Context: an optimization exercise on an open-source flow, tuned for small area, a short achievable clock period and few clock cycles per item. The choices shown serve that exercise and are no tape-out recipe. Function was checked by simulation only, so behaviour that the tests miss may differ from the original. Power and IR drop assume default switching activity.

==> flow/design.v <==
package isa_pkg;
    typedef enum logic [6:0] {
        LOAD   = 7'b0000011,
        OPIMM  = 7'b0010011,
        STORE  = 7'b0100011,
        OP     = 7'b0110011,
        LUI    = 7'b0110111,
        BRANCH = 7'b1100011
    } opcode_e;
    typedef enum logic [2:0] {
        ADD  = 3'b000,
        SLL  = 3'b001,
        SLT  = 3'b010,
        SLTU = 3'b011,
        XOR  = 3'b100,
        SRL  = 3'b101,
        OR   = 3'b110,
        AND  = 3'b111
    } alu_fn_e;
    typedef enum logic [2:0] {
        BEQ  = 3'b000,
        BNE  = 3'b001,
        BLT  = 3'b100,
        BGE  = 3'b101,
        BLTU = 3'b110,
        BGEU = 3'b111
    } branch_fn_e;
    typedef struct packed {
        logic [6:0] funct7;
        logic [4:0] rs2;
        logic [4:0] rs1;
        logic [2:0] funct3;
        logic [4:0] rd;
        opcode_e    opcode;
    } instr_t;
endpackage
package core_pkg;
    typedef logic [32-1:0] word_t;
    typedef logic [32-1:0] addr_t;
    typedef logic [$clog2(32)-1:0] reg_sel_t;
    typedef enum logic [1:0] {
        FETCH    = 2'd0,
        DECODE   = 2'd1,
        MEM_WAIT = 2'd2,
        HALTED   = 2'd3
    } ctrl_state_e;
endpackage
module alu (
    input  core_pkg::word_t a,
    input  core_pkg::word_t b,
    input  logic [2:0]      fn,
    input  logic            sub,
    input  logic            sra,
    output core_pkg::word_t sum,
    output logic            lt,
    output logic            ltu,
    output core_pkg::word_t result
);
    logic [32:0] add33;
    core_pkg::word_t       sh_in;
    core_pkg::word_t       sh_out;
    core_pkg::word_t       srl_res;
    logic [4:0]            shamt;
    assign add33 = {1'b0, a} + {1'b0, b} + {{32{1'b0}}, sub};
    assign sum   = add33[32-1:0];
    assign ltu   = ~add33[32];
    assign lt    = (a[32-1] ~^ b[32-1]) ? a[32-1] : sum[32-1];
    assign shamt = b[4:0];
    always_comb begin
        for (int i = 0; i < 32; i++) begin
            sh_in[i] = (fn == isa_pkg::SLL) ? a[32-1-i] : a[i];
        end
    end
    assign srl_res = $signed({sra & sh_in[32-1], sh_in}) >>> shamt;
    always_comb begin
        for (int i = 0; i < 32; i++) begin
            sh_out[i] = (fn == isa_pkg::SLL) ? srl_res[32-1-i] : srl_res[i];
        end
    end
    always_comb begin
        case (fn)
            isa_pkg::ADD:  result = sum;
            isa_pkg::SLL:  result = sh_out;
            isa_pkg::SLT:  result = {{(32-1){1'b0}}, lt};
            isa_pkg::SLTU: result = {{(32-1){1'b0}}, ltu};
            isa_pkg::XOR:  result = a ^ b;
            isa_pkg::SRL:  result = sh_out;
            isa_pkg::OR:   result = a | b;
            default:       result = a & b;
        endcase
    end
endmodule
module agu (
    input  core_pkg::word_t a,
    input  core_pkg::word_t b,
    output core_pkg::word_t sum
);
    assign sum = a + b;
endmodule
module branch_unit (
    input  core_pkg::word_t a,
    input  core_pkg::word_t b,
    input  logic [2:0]      fn,
    output logic            taken
);
    logic [32:0] diff;
    logic                  eq, lt, ltu;
    assign diff = {1'b0, a} + {1'b0, ~b} + {{32{1'b0}}, 1'b1};
    assign eq   = (a == b);
    assign ltu  = ~diff[32];
    assign lt   = (a[32-1] ^ b[32-1]) ? a[32-1] : diff[32-1];
    always_comb begin
        case (fn)
            isa_pkg::BEQ:  taken = eq;
            isa_pkg::BNE:  taken = ~eq;
            isa_pkg::BLT:  taken = lt;
            isa_pkg::BGE:  taken = ~lt;
            isa_pkg::BLTU: taken = ltu;
            isa_pkg::BGEU: taken = ~ltu;
            default:       taken = 1'b0;
        endcase
    end
endmodule
module exec_control (
    input  core_pkg::word_t a,
    input  core_pkg::word_t b,
    output logic            is_out,
    output logic            is_halt
);
    localparam logic [32-1:0] OUT_A  = 32'(1000000);
    localparam logic [32-1:0] HALT_A = 32'(1000004);
    core_pkg::word_t c_out, c_halt;
    always_comb begin
        c_out[0]  = 1'b0;
        c_halt[0] = 1'b0;
        for (int i = 1; i < 32; i++) begin
            c_out[i]  = (a[i-1] & b[i-1]) | ((a[i-1] ^ b[i-1]) & ~OUT_A[i-1]);
            c_halt[i] = (a[i-1] & b[i-1]) | ((a[i-1] ^ b[i-1]) & ~HALT_A[i-1]);
        end
    end
    assign is_out  = &(~(a ^ b ^ OUT_A ^ c_out));
    assign is_halt = &(~(a ^ b ^ HALT_A ^ c_halt));
endmodule
module core_top (
    input  logic            clk,
    input  logic            rst,
    input  logic            clr,
    input  logic            ena,
    output core_pkg::addr_t mem_addr,
    output core_pkg::word_t mem_wr_data,
    output logic            mem_rd_req,
    output logic            mem_wr_req,
    input  core_pkg::word_t mem_rd_data,
    input  logic            mem_ack,
    output core_pkg::word_t out,
    output logic            out_valid,
    output logic            halt
);
    localparam int PW = 11;
    localparam logic [PW-1:0] RESET_P = PW'(128 >> 1);
    localparam logic [32-1:0] OUT_A  = 32'(1000000);
    localparam logic [32-1:0] HALT_A = 32'(1000004);
    logic            halt_q;
    logic            pend;         
    logic            pend_fetch;   
    logic            pend_load;    
    core_pkg::reg_sel_t ld_rd;
    logic [PW-1:0]   fpc;          
    logic [PW-1:0]   ipc;          
    logic            ex_v;
    core_pkg::word_t ex_a, ex_b, ex_bop;
    logic            ex_taken;
    logic [PW-1:0]   ex_tgt;
    core_pkg::reg_sel_t ex_rd, ex_rs1, ex_rs2;
    logic            ex_wr, ex_load, ex_store, ex_branch, ex_ill;
    logic [2:0]      ex_fn;
    logic            ex_sub, ex_sra, ex_use_imm;
    logic [2:0]      ex_bfn;
    core_pkg::word_t alu_sum, alu_res, addr_sum;
    logic            alu_lt, alu_ltu;
    logic            st_out, st_halt, st_mem;
    logic            port_free, ld_ack, f_arrive;
    logic            ex_ready, ex_port, ex_go, ex_halt;
    logic [PW-1:0]   fetch_pc;
    alu alu0 (
        .a      (ex_a),
        .b      (ex_bop),
        .fn     (ex_fn),
        .sub    (ex_sub),
        .sra    (ex_sra),
        .sum    (alu_sum),
        .lt     (alu_lt),
        .ltu    (alu_ltu),
        .result (alu_res)
    );
    agu agu0 (
        .a   (ex_a),
        .b   (ex_bop),
        .sum (addr_sum)
    );
    exec_control stchk0 (
        .a       (ex_a),
        .b       (ex_bop),
        .is_out  (st_out),
        .is_halt (st_halt)
    );
    assign st_mem  = ex_store & ~st_out & ~st_halt;
    assign port_free = ~pend | mem_ack;
    assign ld_ack    = pend_load & mem_ack;
    assign f_arrive  = pend_fetch & mem_ack;
    assign ex_ready = ex_v & ~pend_load & ~halt_q;
    assign ex_port  = ex_load | st_mem | ex_taken;
    assign ex_go    = ex_ready & (~ex_port | port_free);
    assign ex_halt  = ex_ill | (ex_store & st_halt);
    assign mem_wr_req  = port_free & ex_ready & st_mem;
    assign mem_rd_req  = port_free & ~halt_q & ~(ex_ready & st_mem);
    assign fetch_pc    = (ex_ready & ex_taken) ? ex_tgt : fpc;
    assign mem_addr    = (ex_ready & (ex_load | st_mem)) ? addr_sum :
                         {{(32-PW-1){1'b0}}, fetch_pc, 1'b0};
    assign mem_wr_data = ex_b;
    assign out         = ex_b;
    assign out_valid   = ena & ex_ready & ex_store & st_out;
    assign halt        = halt_q;
    core_pkg::word_t    rf_rd1, rf_rd2;
    logic               rf_we;
    core_pkg::reg_sel_t rf_wsel;
    core_pkg::word_t    rf_wdata;
    logic               ex_wb;
    assign ex_wb    = ex_ready & ex_wr;
    assign rf_we    = ena & (ex_wb | ld_ack);
    assign rf_wsel  = pend_load ? ld_rd : ex_rd;
    assign rf_wdata = pend_load ? mem_rd_data : alu_res;
    logic [32-1:0] regs [1:32-1];
    always_ff @(posedge clk) begin
        if (rf_we && rf_wsel != '0) begin
            regs[rf_wsel] <= rf_wdata;
        end
    end
    always_comb begin
        rf_rd1 = '0;
        rf_rd2 = '0;
        for (int i = 1; i < 32; i++) begin
            rf_rd1 = rf_rd1 | (regs[i] & {32{mem_rd_data[19:15] == i}});
            rf_rd2 = rf_rd2 | (regs[i] & {32{mem_rd_data[24:20] == i}});
        end
    end
    core_pkg::word_t    w;
    logic [6:0]         d_opc;
    logic [2:0]         d_f3;
    logic               d_op, d_opimm, d_lui, d_load, d_store, d_branch;
    core_pkg::reg_sel_t d_rs1, d_rs2, d_rd;
    core_pkg::word_t    d_imm, d_a, d_b;
    logic               d_use_imm, d_sub;
    logic [PW-1:0]      d_boff;
    assign w        = mem_rd_data;
    assign d_opc    = w[6:0];
    assign d_f3     = w[14:12];
    assign d_op     = (d_opc == isa_pkg::OP);
    assign d_opimm  = (d_opc == isa_pkg::OPIMM);
    assign d_lui    = (d_opc == isa_pkg::LUI);
    assign d_load   = (d_opc == isa_pkg::LOAD);
    assign d_store  = (d_opc == isa_pkg::STORE);
    assign d_branch = (d_opc == isa_pkg::BRANCH);
    assign d_rs1    = w[19:15];
    assign d_rs2    = w[24:20];
    assign d_rd     = w[11:7];
    always_comb begin
        if (d_store)    d_imm = {{20{w[31]}}, w[31:25], w[11:7]};
        else if (d_lui) d_imm = {w[31:12], 12'b0};
        else            d_imm = {{20{w[31]}}, w[31:20]};
    end
    assign d_boff = {w[7], w[30:25], w[11:8]};
    assign d_a = d_lui ? '0 :
                 (ex_wb && ex_rd == d_rs1) ? alu_res : rf_rd1;
    assign d_b = (ex_wb && ex_rd == d_rs2) ? alu_res : rf_rd2;
    assign d_use_imm = ~(d_op | d_branch);
    assign d_sub = d_branch |
                   ((d_op | d_opimm) & (d_f3 == isa_pkg::SLT || d_f3 == isa_pkg::SLTU)) |
                   (d_op & w[30] & (d_f3 == isa_pkg::ADD));
    core_pkg::word_t    c_a, c_b, c_bop;
    logic [2:0]         c_f3;
    logic               c_branch, c_taken;
    logic               fix1, fix2;
    assign fix1      = (ex_rs1 == ld_rd) && (ld_rd != '0);
    assign fix2      = (ex_rs2 == ld_rd) && (ld_rd != '0);
    assign c_a       = pend_load ? (fix1 ? mem_rd_data : ex_a) : d_a;
    assign c_b       = pend_load ? (fix2 ? mem_rd_data : ex_b) : d_b;
    assign c_f3      = pend_load ? ex_bfn : d_f3;
    assign c_branch  = pend_load ? ex_branch : d_branch;
    assign c_bop     = pend_load ? ((fix2 && !ex_use_imm) ? mem_rd_data ^ {32{ex_sub}} : ex_bop) :
                                   ((d_use_imm ? d_imm : d_b) ^ {32{d_sub}});
    logic               c_cond;
    branch_unit br0 (
        .a     (c_a),
        .b     (c_b),
        .fn    (c_f3),
        .taken (c_cond)
    );
    assign c_taken = c_cond & c_branch;
    always_ff @(posedge clk or negedge rst) begin
        if (!rst) begin
            halt_q     <= 1'b0;
            pend       <= 1'b0;
            pend_fetch <= 1'b0;
            pend_load  <= 1'b0;
            ex_v       <= 1'b0;
            fpc        <= RESET_P;
        end else if (clr) begin
            halt_q     <= 1'b0;
            pend       <= 1'b0;
            pend_fetch <= 1'b0;
            pend_load  <= 1'b0;
            ex_v       <= 1'b0;
            fpc        <= RESET_P;
        end else if (ena && !halt_q) begin
            if (mem_rd_req || mem_wr_req) begin
                pend       <= 1'b1;
                pend_fetch <= mem_rd_req & ~(ex_ready & ex_load);
                pend_load  <= mem_rd_req & ex_ready & ex_load;
            end else if (mem_ack) begin
                pend       <= 1'b0;
                pend_fetch <= 1'b0;
                pend_load  <= 1'b0;
            end
            if (mem_rd_req && !(ex_ready && ex_load)) begin
                fpc <= fetch_pc + PW'(2);
            end
            if (ex_go && ex_halt) begin
                halt_q <= 1'b1;
            end
            if (f_arrive && !(ex_go && ex_taken)) begin
                ex_v <= 1'b1;
            end else if (ex_go) begin
                ex_v <= 1'b0;
            end
        end
    end
    always_ff @(posedge clk) begin
        if (ena) begin
            if (mem_rd_req && !(ex_ready && ex_load)) begin
                ipc <= fetch_pc;
            end
            if (ex_go && ex_load) begin
                ld_rd <= ex_rd;
            end
            if (f_arrive || ld_ack) begin
                ex_a       <= c_a;
                ex_b       <= c_b;
                ex_bop     <= c_bop;
                ex_taken   <= c_taken;
            end
            if (f_arrive) begin
                ex_tgt     <= ipc + d_boff;
                ex_rd      <= d_rd;
                ex_rs1     <= d_lui ? '0 : d_rs1;
                ex_rs2     <= d_rs2;
                ex_wr      <= (d_op | d_opimm | d_lui) & (d_rd != '0);
                ex_load    <= d_load;
                ex_store   <= d_store;
                ex_branch  <= d_branch;
                ex_ill     <= ~(d_op | d_opimm | d_lui | d_load | d_store | d_branch);
                ex_fn      <= (d_op | d_opimm) ? d_f3 : isa_pkg::ADD;
                ex_sub     <= d_sub;
                ex_sra     <= w[30] & (d_f3 == isa_pkg::SRL);
                ex_use_imm <= d_use_imm;
                ex_bfn     <= d_f3;
            end
        end
    end
endmodule
==> flow/flow/run.sh <==
#!/bin/bash
set -euo pipefail
bash standard.sh SETUP_SLACK_MARGIN=7.0 MATCH_CELL_FOOTPRINT=0 'BUFFER_PORTS_ARGS=-buffer_cell sky130_fd_sc_hd__buf_2' finish > standard.log 2>&1
==> flow/standard.sh <==
#!/bin/bash
# synth_recipe.tcl (not shown) runs the flow's synth.tcl, then flattens the netlist and writes it again
# the make line also repeats each setting of config.mk as NAME=value (left out here)
make -C /OpenROAD-flow-scripts/flow DESIGN_CONFIG=/design/flow/config.mk WORK_HOME=/design/flow/orfs CLKGATE_MAP_FILE= SYNTH_SCRIPT=/design/flow/synth_recipe.tcl "${@:-finish}"
==> flow/config.mk <==
export PLATFORM = sky130hd
export DESIGN_NAME = core_top
export DESIGN_NICKNAME = core_top
export VERILOG_FILES = /design/flow/design.v
export SDC_FILE = /design/flow/constraint.sdc
export NUM_CORES = 4
export LEC_CHECK = 0
export CAP_MARGIN = 20
export CORE_AREA = 2.3 2.72 397.9 397.12
export DIE_AREA = 0 0 400.29 400.29
export SLEW_MARGIN = 20
export SYNTH_HIERARCHICAL = 1
export TNS_END_PERCENT = 5
==> flow/constraint.sdc <==
create_clock -name core_clock -period 14.0 [get_ports {clk}]
set_input_delay 2.8000 -clock core_clock [delete_from_list [all_inputs] [get_ports {clk}]]
set_output_delay 2.8000 -clock core_clock [all_outputs]
set_load 0.01 [all_outputs]
==> flow_metrics.tcl, run 1 <==
set metrics [dict create \
    routed_wl_mm 356 \
    cp-end-kind "flop" \
    fin_tns_setup_ps 0 \
    ys_warn_count 10 \
    cts_hold_buf 0 \
    grt_pass1_wl_mm 461 \
    p_leak_nw 28.0 \
    num_vias 62600 \
    grt_pass1_vias 56000 \
    r2r-start "ex_bop[0]" \
    power.density_nw_per_um2 111 \
    via_per_inst 7.72 \
    rsz0062_at_grt "yes" \
    cts.sinks 1161 \
    syn_inst 5749 \
    drive_gt1_frac 0.187 \
    nFillCells 13800 \
    clk_latency_ps 810 \
    hold_viol_final 0 \
    row_count 145 \
    period_needed_ps 7210 \
    netlist_area_um2 65300 \
    reg2regPathDepth 27 \
    ff_latch_area_um2 34800 \
    max-clock-path-buffers 3 \
    setup_violations 0 \
    regToRegEndpoint "ex_taken" \
    track_usage 0.411 \
    status "complete, no violations" \
    die_area_um2 160000 \
    avgSynthCellArea_um2 11.4 \
    post_drt_wl_per_cell_um 43.9 \
    worstPathRequired_ps 14530 \
    setup.worst_path.end "ex_taken" \
    skew_ps 71.6 \
    core_area_um2 156000 \
    ir_worst_vdd_v 0.000129 \
    ant_nets 0 \
    cp_max_fo 10 \
    layout.cells.non_filler 8111 \
    ios 137 \
    die_x_um 400 \
    arrival_ps 7750 \
    drc 0 \
    fmax_mhz 139 \
    areaGrowthSynthToFinish_pct 17.4 \
    dp.cells 7636 \
    io_buffers 136 \
    globalplace.congestion 1.08 \
    antenna_found_initial 23 \
    place_hpwl_mm 207 \
    fin_crit_sh 0.515 \
    worstMarginPinSlew_ps 1160 \
    dr.pass1.iters 13 \
    cts_tree "built" \
    h-tree-depth 4 \
    drv_slew 0 \
    grt_max_degree 148 \
    cts_root_buf "clkbuf_16" \
    clkTransAtPathRegs_ps 60 \
    overflow 0 \
    initial_core_util 0.419 \
    drt_iter0_drc 15100 \
    crit_start "mem_rd_data[24]" \
    cp-start-kind "input port" \
    postSynthNetCount 5962 \
    drv_cap 0 \
    cts_buffers 131 \
    hp-class "flop to flop" \
    rrSetupSlack_ps 7130 \
    relSlewSlack 0.225 \
    fp.dieH_um 400 \
    crit_type "input port to flop" \
    multi_input_area_um2 29200 \
    final_nets 6149 \
]
[worst min path at each step]
stage,start,end,slack (ps),depth (start not counted)
4_1_cts,pend,pend,500,2
3_3_place_gp,pend,pend,480,2
2_1_floorplan,pend,pend,450,2
6_report,pend,pend,500,2
5_1_grt,pend,pend,530,2
3_5_place_dp,pend,pend,480,2
[cell usage in the layout (no fill, tap or decap), types with 165 or more instances in the layout]
cell      count
nand4_1     186
and3_1      375
inv_1       193
nand3_1     441
nand2_1     232
a22oi_1     386
ha_1        165
edfxtp_1   1145
nor2_1      186
buf_4       283
a21oi_1     198
[routing by layer]
metal	global-route usage	routed length, um	vias to the layer above
li1	-	-	23300
met1	0.501	117000	30000
met2	0.585	141000	6996
met3	0.168	59800	2270
met4	0.295	37400	31
met5	0	684	-
[cell type report]
type | instances | share of cell area
clock buffers | 157 | 0.0451
inverters | 201 | 0.00990
multi-input cells | 3906 | 0.381
well taps | 2058 | 0.0336
clock inverters | 73 | 0.0112
repair buffers | 535 | 0.0650
flip-flops and latches | 1161 | 0.454
diodes | 20 | 0.000653
[registers in the layout, indices dropped and copies added, names as in the netlist, 3 cells and up]
name	flops
ld_rd	5
regs	992
ex_tgt	11
ipc	11
ex_rs1	5
ex_rd	5
ex_bfn	3
ex_bop	32
ex_fn	3
ex_b	32
fpc	11
ex_a	32
ex_rs2	5
[worst max-delay path, cell delays in order]
cell and delay (ps):
buf_4 210, buf_12 200, nand3b_1 260, buf_4 180, nor2_4 40, buf_4 160
buf_4 160, a2111oi_0 710, nand3_1 250, nor3_4 550, o31ai_1 190, inv_1 130
ha_1 270, o21ai_0 190, a21oi_1 100, o21ai_2 110, a31oi_2 140, a311oi_2 290
fa_2 250, nand2_1 60, nand3_1 110, a21oi_1 60, nand3b_1 150, nor2b_1 130
[per-stage QoR]
step / total power [mW] / hold slack [ps] / setup slack (ps) / instance area (um2) / utilization
floorplan: 4.44 / 455 / 7110 / 65300 / -
global placement: 4.80 / 475 / 4770 / 68200 / 0.437
detailed placement: 4.81 / 484 / 4640 / 68300 / 0.437
CTS: 8.33 / 498 / 6870 / 74000 / 0.474
global route: 8.65 / 534 / 6890 / 76700 / 0.491
finish: 8.53 / 499 / 6790 / 76700 / 0.492
[what timing repair did]
item                       CTS  global route
gates cloned                 9            29
setup endpoints to repair   30            34
pin swaps                   25            68
resized for setup          198           271
buffers inserted            59           127
[report_power, final]
part / leakage (nW) / internal [mW] / switching, mW
sequential: 10.6 / 3.85 / 0.0238
clock: 2.09 / 2.02 / 1.54
combinational: 15.3 / 0.351 / 0.748
Testbench counts, summed over its fixed seeds: cycles 110,455, instrs 90,406.
==> run 2: changes to the inputs <==
==> flow/run.sh (new file) <==
#!/bin/bash
# synth_recipe.tcl (not shown) runs the flow's synth.tcl, then flattens the netlist and writes it again
# the make line also repeats each setting of config.mk as NAME=value (left out here)
make -C /OpenROAD-flow-scripts/flow DESIGN_CONFIG=/design/flow/config.mk WORK_HOME=/design/flow/orfs CLKGATE_MAP_FILE= SYNTH_SCRIPT=/design/flow/synth_recipe.tcl finish
--- a/flow/config.mk
+++ b/flow/config.mk
@@ -8,6 +8,7 @@
 export CAP_MARGIN = 20
 export CORE_AREA = 2.3 2.72 397.9 397.12
 export DIE_AREA = 0 0 400.29 400.29
+export SETUP_SLACK_MARGIN = 5
 export SLEW_MARGIN = 20
 export SYNTH_HIERARCHICAL = 1
 export TNS_END_PERCENT = 5
removed: flow/flow/run.sh
removed: flow/standard.sh
==> flow_metrics.tcl, run 2 <==
set metrics [dict create \
    drc 0 \
    clkTransAtPathRegs_ps 60 \
    drive_gt1_frac 0.116 \
    final_util 0.469 \
    avgSynthCellArea_um2 11.4 \
    relSlewSlack 0.147 \
    num_vias 60000 \
    row_count 145 \
    fmax_mhz 110 \
    worstMarginPinSlew_ps 1280 \
    arrival_ps 9610 \
    place_hpwl_mm 213 \
    globalplace.congestion 1.06 \
    p_sw_frac 0.269 \
    initial_core_util 0.419 \
    track_usage 0.410 \
    pwr-share-clk 0.409 \
    cp-start-kind "input port" \
    h-tree-depth 3 \
    final_cell_mix "edfxtp_1 (1145), nand3_1 (450), a22oi_1 (387)" \
    ys_warn_count 10 \
    crit_type "input port to flop" \
    seqPwrFrac 0.475 \
    syn_inst 5749 \
    fin_tns_setup_ps 0 \
    core_area_um2 156000 \
    max-clock-path-buffers 3 \
    rsz0062_at_grt "no" \
    ir_worst_vdd_v 0.000107 \
    regMostFlops "regs" \
    die_area_um2 160000 \
    drv_slew 0 \
    grt_max_degree 147 \
    grt_pass1_vias 55000 \
    cp-end-kind "flop" \
    setup_violations 0 \
    largest_reg_flops 992 \
    power.total_mw 8.16 \
    internal_power_mw 5.96 \
    p_leak_nw 26.1 \
    postSynthNetCount 5962 \
    routed_wl_mm 341 \
    fin_crit_sh 0.650 \
    areaGrowthSynthToFinish_pct 11.9 \
    post_drt_wl_per_cell_um 43.3 \
    dr.pass1.iters 10 \
    antenna_found_initial 30 \
    cts_root_buf "clkbuf_16" \
    p_switching_mw 2.20 \
    fp.dieH_um 400 \
    combPwrFrac 0.116 \
    die_x_um 400 \
    hp-class "flop to flop" \
    cts_hold_buf 0 \
    ios 137 \
    drv_cap 0 \
    cts.sinks 1161 \
    period_needed_ps 9100 \
    via_per_inst 7.60 \
    cts_buffers 119 \
    power.density_nw_per_um2 112 \
    drt_iter0_drc 12700 \
    skew_ps 84.7 \
    worstPathRequired_ps 14510 \
    netlist_area_um2 65300 \
    grt_pass1_wl_mm 460 \
    final_nets 5932 \
    cp_max_fo 16 \
    overflow 0 \
    status "complete, no violations" \
    final_common_cell "edfxtp_1" \
    hold_viol_final 0 \
    clk_latency_ps 810 \
    io_buffers 136 \
    cts_tree "built" \
    ant_nets 0 \
]
## run 2: cell type report
type | count | area (um2)
diodes | 17 | 42.5
inverters | 201 | 756
flip-flops and latches | 1161 | 34800
repair buffers | 341 | 2890
well taps | 2058 | 2570
clock inverters | 77 | 890
multi-input cells | 3895 | 28100
fillers | 14100 | 82900
clock buffers | 142 | 3090
## run 2: routing by layer
layer	part of all wire	up-vias	GRT usage
met5	0.00042	-	0
met4	0.089	22	0.289
met3	0.15	1692	0.148
met2	0.42	6392	0.598
met1	0.34	29100	0.504
li1	-	22800	-
## run 2: path summary, 6_finish.rpt
path,start,endpoint,slack [ps],depth (start not counted)
max,mem_rd_data[15],ex_taken,4900,22
min,pend,pend,510,2
max reg2reg,ex_bop[1],ex_taken,5450,33
min reg2reg,pend,pend,510,2
max in group asynchronous,rst,pend_load,10910,1
min in group asynchronous,rst,fpc[5],2500,1
## run 2: timing repair
action	in CTS	in global routing
gates resized for setup	6	6
endpoints found under the setup margin	1	1
buffers inserted	0	0
## run 2: power by group through the flow
stage / sequential [mW] / clock, mW / combinational [mW]
floorplan: 3.93 / 0 / 0.508
global placement: 3.95 / 0 / 0.879
detailed placement: 3.95 / 0 / 0.883
CTS: 3.87 / 3.32 / 0.888
global route: 3.87 / 3.46 / 0.966
finish: 3.87 / 3.34 / 0.950
## run 2: critical path: stages
cell	delay, ps
dlygate4sd2_1	1050
nor3_1	320
buf_4	280
and2_2	460
buf_4	420
a2111oi_0	460
and3_1	210
nand4_1	110
nor3_2	670
o22ai_1	250
ha_1	410
nand4_1	160
nor4_2	420
o211ai_1	180
a31oi_1	250
a311oi_1	110
fa_1	400
nand2_1	100
a21o_1	130
a21oi_1	50
nand3b_1	170
nor2b_1	150
## run 2: metrics by stage
step	setup slack (ps)	hold WS (ps)	std cells	instance area (um2)
after floorplan	6840	455	5749	65300
after global placement	3630	476	7655	69000
after detailed placement	3420	489	7655	69000
after CTS	5000	504	7874	73000
after global routing	5000	551	7876	73100
final	4900	506	7892	73100
==> run 3: changes to the inputs <==
==> flow/flow/run.sh (new file) <==
#!/bin/bash
set -euo pipefail
bash standard.sh SETUP_SLACK_MARGIN=6.85 MATCH_CELL_FOOTPRINT=0 'BUFFER_PORTS_ARGS=-buffer_cell sky130_fd_sc_hd__buf_2' finish > standard.log 2>&1
==> flow/standard.sh (new file) <==
#!/bin/bash
# synth_recipe.tcl (not shown) runs the flow's synth.tcl, then flattens the netlist and writes it again
# the make line also repeats each setting of config.mk as NAME=value (left out here)
make -C /OpenROAD-flow-scripts/flow DESIGN_CONFIG=/design/flow/config.mk WORK_HOME=/design/flow/orfs CLKGATE_MAP_FILE= SYNTH_SCRIPT=/design/flow/synth_recipe.tcl "${@:-finish}"
--- a/flow/config.mk
+++ b/flow/config.mk
@@ -8,7 +8,6 @@
 export CAP_MARGIN = 20
 export CORE_AREA = 2.3 2.72 397.9 397.12
 export DIE_AREA = 0 0 400.29 400.29
-export SETUP_SLACK_MARGIN = 5
 export SLEW_MARGIN = 20
 export SYNTH_HIERARCHICAL = 1
 export TNS_END_PERCENT = 5
removed: flow/run.sh
==> flow_metrics.tcl, run 3 <==
set metrics [dict create \
    power.density_nw_per_um2 112 \
    final_common_cell "edfxtp_1" \
    p_switching_mw 2.28 \
    grt_pass1_wl_mm 460 \
    grt_max_degree 148 \
    cts_tree "built" \
    ios 137 \
    ant_nets 0 \
    hold_viol_final 0 \
    track_usage 0.410 \
    postSynthNetCount 5962 \
    combPwrFrac 0.123 \
    post_drt_wl_per_cell_um 43.3 \
    cp_cell_sequence "buf_6 > nor2b_4 > buf_4 > and2_4 > buf_4 > a2111oi_1 > and3_1 > nand4_1 > nor3_2 > o22ai_1 > ha_1 > nand4_2 > a21oi_1 > o21ai_2 > a31oi_1 > a311oi_2 > fa_1 > nand2_1 > a21o_1 > a21oi_1 > nand3b_1 > nor2b_1" \
    max-clock-path-buffers 3 \
    dr.pass1.iters 13 \
    cp_max_fo 19 \
    avgSynthCellArea_um2 11.4 \
    crit_type "input port to flop" \
    drt_iter0_drc 14100 \
    power.total_mw 8.47 \
    fin_area_um2 75600 \
    arrival_ps 7800 \
    grt_pass1_vias 55900 \
    p_leak_nw 27.5 \
    internal_power_mw 6.19 \
    cp-end-kind "flop" \
    netlist_area_um2 65300 \
    pwr-share-clk 0.420 \
    hp-class "flop to flop" \
    die_x_um 400 \
    period_needed_ps 7270 \
    relSlewSlack 0.213 \
    num_vias 61400 \
    status "complete, no violations" \
    final_nets 6071 \
    worstMarginPinSlew_ps 1180 \
    cts_buffers 131 \
    regMostFlops "regs" \
    skew_ps 60.1 \
    routed_wl_mm 348 \
    antenna_found_initial 25 \
    worstPathRequired_ps 14540 \
    ys_warn_count 10 \
    fin_crit_sh 0.519 \
    cts_hold_buf 0 \
    drv_slew 0 \
    h-tree-depth 4 \
    core_area_um2 156000 \
    cp_slowest_stage_delay_ps 620 \
    critical_path.top_delay_family "simple AND/OR/NAND/NOR gates" \
    multi_input_area_um2 29000 \
    largest_reg_flops 992 \
    drive_gt1_frac 0.171 \
    ir_worst_vdd_v 0.000133 \
    setup_violations 0 \
    cts_root_buf "clkbuf_16" \
    areaGrowthSynthToFinish_pct 15.7 \
    crit_slowest_cell "a2111oi_1" \
    overflow 0 \
    setup_ws_ps 6730 \
    die_area_um2 160000 \
    nFillCells 13900 \
    syn_inst 5749 \
    fin_tns_setup_ps 0 \
    globalplace.congestion 1.08 \
    seqPwrFrac 0.458 \
    cp-start-kind "input port" \
    clk_latency_ps 810 \
    place_hpwl_mm 207 \
    fp.dieH_um 400 \
    clkTransAtPathRegs_ps 60 \
    rsz0062_at_grt "yes" \
    fmax_mhz 138 \
    initial_core_util 0.419 \
    p_sw_frac 0.269 \
    post-place-ws_ps 4640 \
    ff_latch_area_um2 34800 \
    row_count 145 \
    final_util 0.484 \
    via_per_inst 7.64 \
    final_cell_mix "edfxtp_1 (1145), nand3_1 (444), a22oi_1 (386)" \
    io_buffers 136 \
    crit_buf_inv 3 \
    cts.sinks 1161 \
    placed_area_um2 68300 \
    drc 0 \
    drv_cap 0 \
]
[run 3: worst register-to-register path, stage by stage (launching register included)]
cell      delay (ps)
edfxtp_1         920
inv_1            120
ha_1             380
or2_2            330
a31oi_1          700
a211o_1          310
a21oi_1           90
o221ai_1         670
xnor2_1          160
o221ai_2         450
o211ai_1         160
o21ai_0          160
inv_1             80
ha_1             370
nand4_4          180
nor4_4           330
o211ai_1         120
a31oi_1          220
a311oi_2          80
fa_1             390
nand2_1          100
a21o_1           130
a21oi_1           50
nand3b_1         150
nor2b_1          130
[run 3: layer usage]
metal | GRT usage | wire length, um | share of wire
met3 | 0.168 | 57300 | 0.16
met4 | 0.303 | 34200 | 0.098
met1 | 0.496 | 115000 | 0.33
met5 | 0.00151 | 339 | 0.00098
met2 | 0.583 | 141000 | 0.40
[run 3: power groups by stage]
stage	registers, mW	clock network (mW)	logic [mW]
2_1_floorplan	3.93	0	0.508
3_3_place_gp	3.95	0	0.855
3_5_place_dp	3.95	0	0.860
4_1_cts	3.88	3.54	0.902
5_1_grt	3.87	3.68	1.05
6_report	3.88	3.56	1.04
[run 3: metrics by stage]
stage / hold WS [ps] / instances
floorplan: 455 / 5749
global placement: 475 / 7634
detailed placement: 484 / 7636
CTS: 498 / 7930
global route: 534 / 8016
finish: 501 / 8037
[run 3: final timing paths]
| kind | startpoint | end | slack (ps) | cells past startpoint |
|---|---|---|---|---|
| max reg2reg | ex_a[10] | ex_taken | 6950 | 24 |
| min in group asynchronous | rst | fpc[10] | 1940 | 1 |
| min reg2reg | pend | pend | 500 | 2 |
| max | mem_rd_data[18] | ex_taken | 6730 | 22 |
| max in group asynchronous | rst | pend_load | 11710 | 1 |
| min | pend | pend | 500 | 2 |
[run 3: what timing repair did]
action / 4_1_cts / 5_1_grt
hold endpoints to repair: 0 / 0
buffers inserted: 56 / 71
cloned: 8 / 11
resized for setup: 165 / 229
endpoints found under the setup margin: 25 / 26
pin swaps: 23 / 46
[run 3: cell type report]
cell class / count / share of cell area
diodes: 24 / 0.000795
multi-input cells: 3904 / 0.384
clock buffers: 157 / 0.0458
inverters: 201 / 0.0101
clock inverters: 73 / 0.0114
flip-flops and latches: 1161 / 0.460
well taps: 2058 / 0.0341
repair buffers: 459 / 0.0536
==> run 4: changes to the inputs <==
--- a/flow/design.v
+++ b/flow/design.v
@@ -90,13 +90,6 @@
         endcase
     end
 endmodule
-module agu (
-    input  core_pkg::word_t a,
-    input  core_pkg::word_t b,
-    output core_pkg::word_t sum
-);
-    assign sum = a + b;
-endmodule
 module branch_unit (
     input  core_pkg::word_t a,
     input  core_pkg::word_t b,
@@ -176,7 +169,7 @@
     logic [2:0]      ex_fn;
     logic            ex_sub, ex_sra, ex_use_imm;
     logic [2:0]      ex_bfn;
-    core_pkg::word_t alu_sum, alu_res, addr_sum;
+    core_pkg::word_t alu_sum, alu_res;
     logic            alu_lt, alu_ltu;
     logic            st_out, st_halt, st_mem;
     logic            port_free, ld_ack, f_arrive;
@@ -193,11 +186,6 @@
         .ltu    (alu_ltu),
         .result (alu_res)
     );
-    agu agu0 (
-        .a   (ex_a),
-        .b   (ex_bop),
-        .sum (addr_sum)
-    );
     exec_control stchk0 (
         .a       (ex_a),
         .b       (ex_bop),
@@ -215,7 +203,7 @@
     assign mem_wr_req  = port_free & ex_ready & st_mem;
     assign mem_rd_req  = port_free & ~halt_q & ~(ex_ready & st_mem);
     assign fetch_pc    = (ex_ready & ex_taken) ? ex_tgt : fpc;
-    assign mem_addr    = (ex_ready & (ex_load | st_mem)) ? addr_sum :
+    assign mem_addr    = (ex_ready & (ex_load | st_mem)) ? alu_sum :
                          {{(32-PW-1){1'b0}}, fetch_pc, 1'b0};
     assign mem_wr_data = ex_b;
     assign out         = ex_b;
==> flow_metrics.tcl, run 4 <==
set metrics [dict create \
    core_area_um2 156000 \
    initial_core_util 0.408 \
    worstHoldStart "pend" \
    setup_violations 0 \
    drv_slew 0 \
    cp_max_fo 13 \
    fp.dieH_um 400 \
    grt_util_met2 0.588 \
    fin_crit_sh 0.522 \
    die_area_um2 160000 \
    drv_cap 0 \
    drive_gt1_frac 0.190 \
    arrival_ps 7790 \
    final_cell_mix "edfxtp_1 (1145), nand3_1 (433), a22oi_1 (384)" \
    period_needed_ps 7310 \
    nFillCells 13900 \
    p_leak_nw 26.9 \
    hold_end "pend" \
    max-clock-path-buffers 3 \
    crit_slowest_cell "or4_4" \
    rrSetupSlack_ps 6920 \
    post-place-ws_ps 4240 \
    via_per_inst 7.61 \
    hp-class "flop to flop" \
    track_usage 0.403 \
    worstMarginPinSlew_ps 1200 \
    avgSynthCellArea_um2 11.5 \
    num_vias 59600 \
    syn_inst 5523 \
    reg2regPathDepth 26 \
    cts_buffers 120 \
    cp_slowest_stage_delay_ps 580 \
    postSynthNetCount 5704 \
    relSlewSlack 0.191 \
    cts.sinks 1161 \
    worstPathRequired_ps 14480 \
    cts_root_buf "clkbuf_16" \
    ant_nets 0 \
    drc 0 \
    rsz0062_at_grt "yes" \
    ys_warn_count 10 \
    cp_cell_sequence "clkbuf_4 > buf_12 > nand3b_1 > nor2_1 > buf_4 > a2111oi_2 > nand3_1 > or4_4 > o211ai_1 > o21ai_1 > inv_1 > ha_1 > nand4_1 > nor4_4 > o211ai_1 > a31oi_1 > a311oi_2 > fa_1 > nand2_1 > a21o_1 > a21oi_1 > nand3b_1 > nor2b_1" \
    regToRegEndpoint "ex_taken" \
    io_buffers 136 \
    status "complete, no violations" \
    grt_pass1_wl_mm 450 \
    regMostFlops "regs" \
    post_drt_wl_per_cell_um 44.5 \
    power.density_nw_per_um2 111 \
    h-tree-depth 3 \
    hold_viol_final 0 \
    die_x_um 400 \
    largest_reg_flops 992 \
    globalplace.congestion 1.01 \
    use_met1 0.481 \
    routed_wl_mm 348 \
    cts_tree "built" \
    final_common_cell "edfxtp_1" \
    overflow 0 \
    crit_type "input port to flop" \
    clk_latency_ps 800 \
    areaGrowthSynthToFinish_pct 17.1 \
    final_util 0.478 \
    ios 137 \
    grt_pass1_vias 53500 \
    grt_max_degree 148 \
    power.total_mw 8.31 \
    fin_tns_setup_ps 0 \
    cp-end-kind "flop" \
    dr.pass1.iters 10 \
    hold_depth 2 \
    netlist_area_um2 63700 \
    setup_ws_ps 6690 \
    ir_worst_vdd_v 0.000112 \
    place_hpwl_mm 204 \
    antenna_found_initial 34 \
    placed_area_um2 66600 \
    fmax_mhz 137 \
    clkTransAtPathRegs_ps 60 \
    cts_hold_buf 0 \
    final_nets 5840 \
    skew_ps 75.5 \
    drt_iter0_drc 13800 \
    row_count 145 \
    cp-start-kind "input port" \
    use_met3 0.158 \
    fin_area_um2 74600 \
    r2r-start "ex_fn[0]" \
    top_usage_layer "met2" \
]
run 4: changes by cell type in the layout (fill, tap and decap cells not counted), moves of 12 or more:
cell,delta
a21o_1,-19
diode_2,-13
o21ai_0,-14
clkinvlp_4,+12
a21oi_1,-29
nand2_1,-19
ha_1,-38
nor2_1,-13
run 4: worst max path at each step:
stage                               start       end  slack, ps
final                     mem_rd_data[23]  ex_taken       6690
after global routing      mem_rd_data[21]  ex_taken       6680
after CTS                 mem_rd_data[24]  ex_taken       6760
after detailed placement  mem_rd_data[17]  ex_taken       4240
after global placement    mem_rd_data[17]  ex_taken       4410
after floorplan           mem_rd_data[22]  ex_taken       7110
run 4: power by group:
| group | switching (mW) | total, mW | internal, mW |
|---|---|---|---|
| clock network | 1.49 | 3.36 | 1.87 |
| logic | 0.736 | 1.07 | 0.337 |
| registers | 0.0210 | 3.87 | 3.85 |
run 4: area by class of cell:
class / instances / area (um2) / share of cell area
Clock buffer: 138 / 3080 / 0.0413
Clock inverter: 88 / 993 / 0.0133
Timing Repair Buffer: 484 / 4590 / 0.0616
Multi-Input combinational cell: 3695 / 27800 / 0.372
Tap cell: 2058 / 2570 / 0.0345
Inverter: 197 / 748 / 0.0100
Sequential cell: 1161 / 34800 / 0.466
Antenna cell: 11 / 27.5 / 0.000369
run 4: layer usage:
metal | vias to the layer above | share of wire
met1 | 28600 | 0.32
met5 | - | 0.0016
met2 | 6494 | 0.41
li1 | 22300 | -
met4 | 38 | 0.10
met3 | 2102 | 0.16
run 4: metrics by stage:
stage,hold WS [ps],cells
final,500,7832
after global routing,541,7823
after CTS,498,7710
after detailed placement,481,7417
after global placement,472,7415
after floorplan,455,5523
run 4: worst max-delay path, delay by kind of cell:
kind,cells,cell delay (ps)
compound gates,8,1500
simple gates,9,2080
fa+ha+maj,2,540
buf+inv,4,830
run 4: repair_timing:
| action | CTS | global route |
|---|---|---|
| gates resized for setup | 270 | 215 |
| gates cloned | 9 | 24 |
| buffers inserted | 58 | 86 |
| pin swaps | 38 | 74 |
| endpoints found under the setup margin | 33 | 33 |
Testbench counts of run 4, summed over its fixed seeds: cycles 110,455, instrs 90,406.

## what the ideal ports hide
How much do the figures lean on ideal ports? The routed layouts below were timed once more, with nothing changed but the port constraints. Step 1 sets driving cells, clkbuf_16 on the clock port and buf_2 on the other inputs (assumed; they add their load-dependent delay and slew). Step 2 moves the port delays by t, midway between the first and last clock arrival at a register: inputs arrive t later, outputs are due t later. That takes back most of the time a late clock gives input paths. a / b / c = ideal ports / drivers / drivers and shift; a / b = the first two.
run	t (ns)	slack for setup (ns)	worst setup path after step 2	latest minus earliest clock arrival (ns)	cell pins on the clock port's net
run 1	0.856	6.786 / 6.839 / 5.983	input to register	0.071 / 0.072	1
run 2	0.851	4.902 / 4.974 / 4.123	input to register	0.085 / 0.085	1
run 3	0.860	6.735 / 6.711 / 5.851	input to register	0.061 / 0.060	1
run 4	0.836	6.693 / 6.657 / 5.821	input to register	0.078 / 0.078	1
After both steps setup and hold are still met in every run listed. For run 3, which loses most, drivers alone change the setup slack by -0.024 ns; drivers and shift together by -0.884 ns.
